This is an optimization exercise on Yosys and OpenROAD, whose aim is small area and few clock cycles per item, not a production implementation.
Power is estimated from default activity; no workload was simulated.

==> flow/design.v <==
module ppe_row_conv #(
   parameter int ADDR_W   = 4,
   parameter int PE_ADDR  = 5,
   parameter int WEIGHT_W = 8,
   parameter int FILTER_W = 5,
   parameter int IFMAP_W  = 25,
   localparam int PKT_W   = ADDR_W + 1 + IFMAP_W,
   localparam int WPP     = IFMAP_W / WEIGHT_W,
   localparam int WPKTS   = (FILTER_W + WPP - 1) / WPP,
   localparam int OFMAP_W = IFMAP_W - FILTER_W + 1,
   localparam int PSUM_W  = WEIGHT_W + $clog2(FILTER_W + 1),
   localparam int IDX_W   = $clog2(OFMAP_W)
) (
   input  logic              clk_i,
   input  logic              reset_i,
   input  logic              in_valid_i,
   output logic              in_ready_o,
   input  logic [PKT_W-1:0]  in_pkt_i,
   output logic              out_valid_o,
   input  logic              out_ready_i,
   output logic [PSUM_W-1:0] out_psum_o,
   output logic [IDX_W-1:0]  out_idx_o,
   output logic              out_last_o,
   output logic              err_nowt_o
);
   logic                half_q;             
   logic                fv_q;               
   logic                busy_q;             
   logic                err_q;
   logic [IDX_W-1:0]    idx_q;
   logic [WEIGHT_W-1:0] w_q [FILTER_W];
   logic [IFMAP_W-1:0]  row_q;
   logic                hit, acc, spk, wr, load, last, done;
   logic [PSUM_W-1:0]   psum;
   assign hit = in_pkt_i[PKT_W-1:IFMAP_W+1] == ADDR_W'(PE_ADDR);
   assign spk  = in_pkt_i[IFMAP_W];
   assign last = idx_q[4] & idx_q[2];
   assign done = last & out_ready_i;
   assign in_ready_o = ~reset_i & (~busy_q | done);
   assign acc  = in_valid_i & in_ready_o & hit;
   assign wr   = acc & ~spk;
   assign load = acc & spk & fv_q;
   always_ff @(posedge clk_i or posedge reset_i) begin
      if (reset_i) begin
         half_q <= 1'b0;
         fv_q   <= 1'b0;
         busy_q <= 1'b0;
         err_q  <= 1'b0;
      end else begin
         if (wr) begin
            fv_q   <= half_q;
            half_q <= ~half_q;
         end
         if (acc & spk & ~fv_q) err_q <= 1'b1;
         busy_q <= load | (busy_q & ~done);
      end
   end
   always_ff @(posedge clk_i) begin
      if (load) begin
         row_q <= in_pkt_i[IFMAP_W-1:0];
         idx_q <= '0;
      end else if (out_ready_i) begin
         row_q <= row_q >> 1;
         idx_q <= idx_q + IDX_W'(1);
      end
      for (int k = 0; k < FILTER_W; k++)
         if (wr && half_q == (k >= WPP)) w_q[k] <= in_pkt_i[WEIGHT_W*(k%WPP) +: WEIGHT_W];
   end
   logic [WEIGHT_W-1:0] pp [FILTER_W];
   always_comb for (int k = 0; k < FILTER_W; k++) pp[k] = w_q[k] & {WEIGHT_W{row_q[k]}};
   logic fs1, fc2, fs3, fc4, fs5, fc6, fs7, fc8, fs9, fc10, fs11, fc12, fs13, fc14, fs15, fc16, hs17, hc18, fs19, fc20, fs21, fc22, fs23, fc24, fs25, fc26, fs27, fc28, fs29, fc30, fs31, fc32, fs33, fc34, fs35, fc36, fs37, fc38, fs39, fc40, fs41, fc42, fs43, fc44, fs45, fc46, fs47, fc48, fs49, fc50, fs51, fc52, fs53, fc54, fs55, fc56, fs57, fc58, fs59, fc60, hs61, hc62, hs63, hc64;
   assign fs1 = pp[0][0] ^ pp[1][0] ^ pp[2][0];
   assign fc2 = (pp[0][0] & pp[1][0]) | (pp[0][0] & pp[2][0]) | (pp[1][0] & pp[2][0]);
   assign fs3 = pp[3][0] ^ pp[4][0] ^ fs1;
   assign fc4 = (pp[3][0] & pp[4][0]) | (pp[3][0] & fs1) | (pp[4][0] & fs1);
   assign fs5 = pp[0][1] ^ pp[1][1] ^ pp[2][1];
   assign fc6 = (pp[0][1] & pp[1][1]) | (pp[0][1] & pp[2][1]) | (pp[1][1] & pp[2][1]);
   assign fs7 = pp[3][1] ^ pp[4][1] ^ fc2;
   assign fc8 = (pp[3][1] & pp[4][1]) | (pp[3][1] & fc2) | (pp[4][1] & fc2);
   assign fs9 = fc4 ^ fs5 ^ fs7;
   assign fc10 = (fc4 & fs5) | (fc4 & fs7) | (fs5 & fs7);
   assign fs11 = pp[0][2] ^ pp[1][2] ^ pp[2][2];
   assign fc12 = (pp[0][2] & pp[1][2]) | (pp[0][2] & pp[2][2]) | (pp[1][2] & pp[2][2]);
   assign fs13 = pp[3][2] ^ pp[4][2] ^ fc6;
   assign fc14 = (pp[3][2] & pp[4][2]) | (pp[3][2] & fc6) | (pp[4][2] & fc6);
   assign fs15 = fc8 ^ fc10 ^ fs11;
   assign fc16 = (fc8 & fc10) | (fc8 & fs11) | (fc10 & fs11);
   assign hs17 = fs13 ^ fs15;
   assign hc18 = fs13 & fs15;
   assign fs19 = pp[0][3] ^ pp[1][3] ^ pp[2][3];
   assign fc20 = (pp[0][3] & pp[1][3]) | (pp[0][3] & pp[2][3]) | (pp[1][3] & pp[2][3]);
   assign fs21 = pp[3][3] ^ pp[4][3] ^ fc12;
   assign fc22 = (pp[3][3] & pp[4][3]) | (pp[3][3] & fc12) | (pp[4][3] & fc12);
   assign fs23 = fc14 ^ fc16 ^ hc18;
   assign fc24 = (fc14 & fc16) | (fc14 & hc18) | (fc16 & hc18);
   assign fs25 = fs19 ^ fs21 ^ fs23;
   assign fc26 = (fs19 & fs21) | (fs19 & fs23) | (fs21 & fs23);
   assign fs27 = pp[0][4] ^ pp[1][4] ^ pp[2][4];
   assign fc28 = (pp[0][4] & pp[1][4]) | (pp[0][4] & pp[2][4]) | (pp[1][4] & pp[2][4]);
   assign fs29 = pp[3][4] ^ pp[4][4] ^ fc20;
   assign fc30 = (pp[3][4] & pp[4][4]) | (pp[3][4] & fc20) | (pp[4][4] & fc20);
   assign fs31 = fc22 ^ fc24 ^ fc26;
   assign fc32 = (fc22 & fc24) | (fc22 & fc26) | (fc24 & fc26);
   assign fs33 = fs27 ^ fs29 ^ fs31;
   assign fc34 = (fs27 & fs29) | (fs27 & fs31) | (fs29 & fs31);
   assign fs35 = pp[0][5] ^ pp[1][5] ^ pp[2][5];
   assign fc36 = (pp[0][5] & pp[1][5]) | (pp[0][5] & pp[2][5]) | (pp[1][5] & pp[2][5]);
   assign fs37 = pp[3][5] ^ pp[4][5] ^ fc28;
   assign fc38 = (pp[3][5] & pp[4][5]) | (pp[3][5] & fc28) | (pp[4][5] & fc28);
   assign fs39 = fc30 ^ fc32 ^ fc34;
   assign fc40 = (fc30 & fc32) | (fc30 & fc34) | (fc32 & fc34);
   assign fs41 = fs35 ^ fs37 ^ fs39;
   assign fc42 = (fs35 & fs37) | (fs35 & fs39) | (fs37 & fs39);
   assign fs43 = pp[0][6] ^ pp[1][6] ^ pp[2][6];
   assign fc44 = (pp[0][6] & pp[1][6]) | (pp[0][6] & pp[2][6]) | (pp[1][6] & pp[2][6]);
   assign fs45 = pp[3][6] ^ pp[4][6] ^ fc36;
   assign fc46 = (pp[3][6] & pp[4][6]) | (pp[3][6] & fc36) | (pp[4][6] & fc36);
   assign fs47 = fc38 ^ fc40 ^ fc42;
   assign fc48 = (fc38 & fc40) | (fc38 & fc42) | (fc40 & fc42);
   assign fs49 = fs43 ^ fs45 ^ fs47;
   assign fc50 = (fs43 & fs45) | (fs43 & fs47) | (fs45 & fs47);
   assign fs51 = pp[0][7] ^ pp[1][7] ^ pp[2][7];
   assign fc52 = (pp[0][7] & pp[1][7]) | (pp[0][7] & pp[2][7]) | (pp[1][7] & pp[2][7]);
   assign fs53 = pp[3][7] ^ pp[4][7] ^ fc44;
   assign fc54 = (pp[3][7] & pp[4][7]) | (pp[3][7] & fc44) | (pp[4][7] & fc44);
   assign fs55 = fc46 ^ fc48 ^ fc50;
   assign fc56 = (fc46 & fc48) | (fc46 & fc50) | (fc48 & fc50);
   assign fs57 = fs51 ^ fs53 ^ fs55;
   assign fc58 = (fs51 & fs53) | (fs51 & fs55) | (fs53 & fs55);
   assign fs59 = fc52 ^ fc54 ^ fc56;
   assign fc60 = (fc52 & fc54) | (fc52 & fc56) | (fc54 & fc56);
   assign hs61 = fc58 ^ fs59;
   assign hc62 = fc58 & fs59;
   assign hs63 = fc60 ^ hc62;
   assign hc64 = fc60 & hc62;
   assign psum = {hc64, hs63, hs61, fs57, fs49, fs41, fs33, fs25, hs17, fs9, fs3};
   assign out_valid_o = busy_q;
   assign out_psum_o  = psum;
   assign out_idx_o   = idx_q;
   assign out_last_o  = last;
   assign err_nowt_o  = err_q;
endmodule
export LEC_CHECK = 0
export CAP_MARGIN = 20
export CORE_MARGIN = 2
export CORE_UTILIZATION = 40
export SETUP_SLACK_MARGIN = 0.2
export SLEW_MARGIN = 20
create_clock -name core_clock -period 7.5 [get_ports {clk_i}]
standard.sh (not shown) runs the stock make flow with config.mk's settings and CLKGATE_MAP_FILE= SYNTH_SCRIPT=/design/flow/synth_recipe.tcl, a recipe that flattens the netlist after the stock synthesis.
==> flow/flow/run.sh <==
#!/bin/bash
# Own layout flow: the standard flow (standard.sh, unchanged synthesis) with
#  - port buffers of the smallest buffer cell instead of the resizer's default pick,
#  - no CTS dummy loads,
#  - power/area recovery (downsizing of non-critical gates) after global routing.
set -euo pipefail
export BUFFER_PORTS_ARGS="-buffer_cell sky130_fd_sc_hd__buf_1"
export CTS_ARGS="-sink_clustering_enable -repair_clock_nets -dont_use_dummy_load"
export RECOVER_POWER=100
bash standard.sh > standard.log 2>&1
The baseline completed and failed the layout checks on max-capacitance violations, max-slew violations, negative setup slack.
Edit:
==> flow/run.sh (new file) <==
#!/bin/bash
# synth_recipe.tcl (not shown) runs the flow's synth.tcl, then flattens the netlist and writes it again
# the make line also repeats each setting of config.mk as NAME=value (left out here)
make -C /OpenROAD-flow-scripts/flow DESIGN_CONFIG=/design/flow/config.mk WORK_HOME=/design/flow/orfs CLKGATE_MAP_FILE= SYNTH_SCRIPT=/design/flow/synth_recipe.tcl finish
removed: flow/flow/run.sh
removed: flow/standard.sh
=> With this change the flow reached the layout checks and failed them: negative setup slack; cell count grows by 2.0%; non-clock buffer count grows by 1; cell area grows by 12%; global-route usage hardly moves; setup slack barely changes; core utilization grows by 5.6 points; sequential power hardly moves.
Function was not checked in any run of this note: the RTL went through the layout flow alone.

what the ideal ports hide:
The flow's constraints put no driver on any port. The routed layouts listed below were extracted and timed again, unchanged, in two steps. Step 1 assumes that a clkbuf_16 drives the clock port and a buf_2 every other input. Step 2 adds t to the input delays and takes it off the output delays; t is the mean of the earliest and latest rising clock arrival at the registers after step 1. Input paths then give back, and output paths get back, about the clock's delay inside the block. a / b / c = ideal ports / drivers / drivers and shift; a / b = the first two.
run | t (ns) | setup WS [ns] | clock arrival spread, ns | pins driven straight from the clock port
the first run | 0.358 | -1.441 / -1.468 / -1.109 | 0.019 / 0.019 | 1
the second run | 0.354 | -1.442 / -1.469 / -1.114 | 0.012 / 0.011 | 1
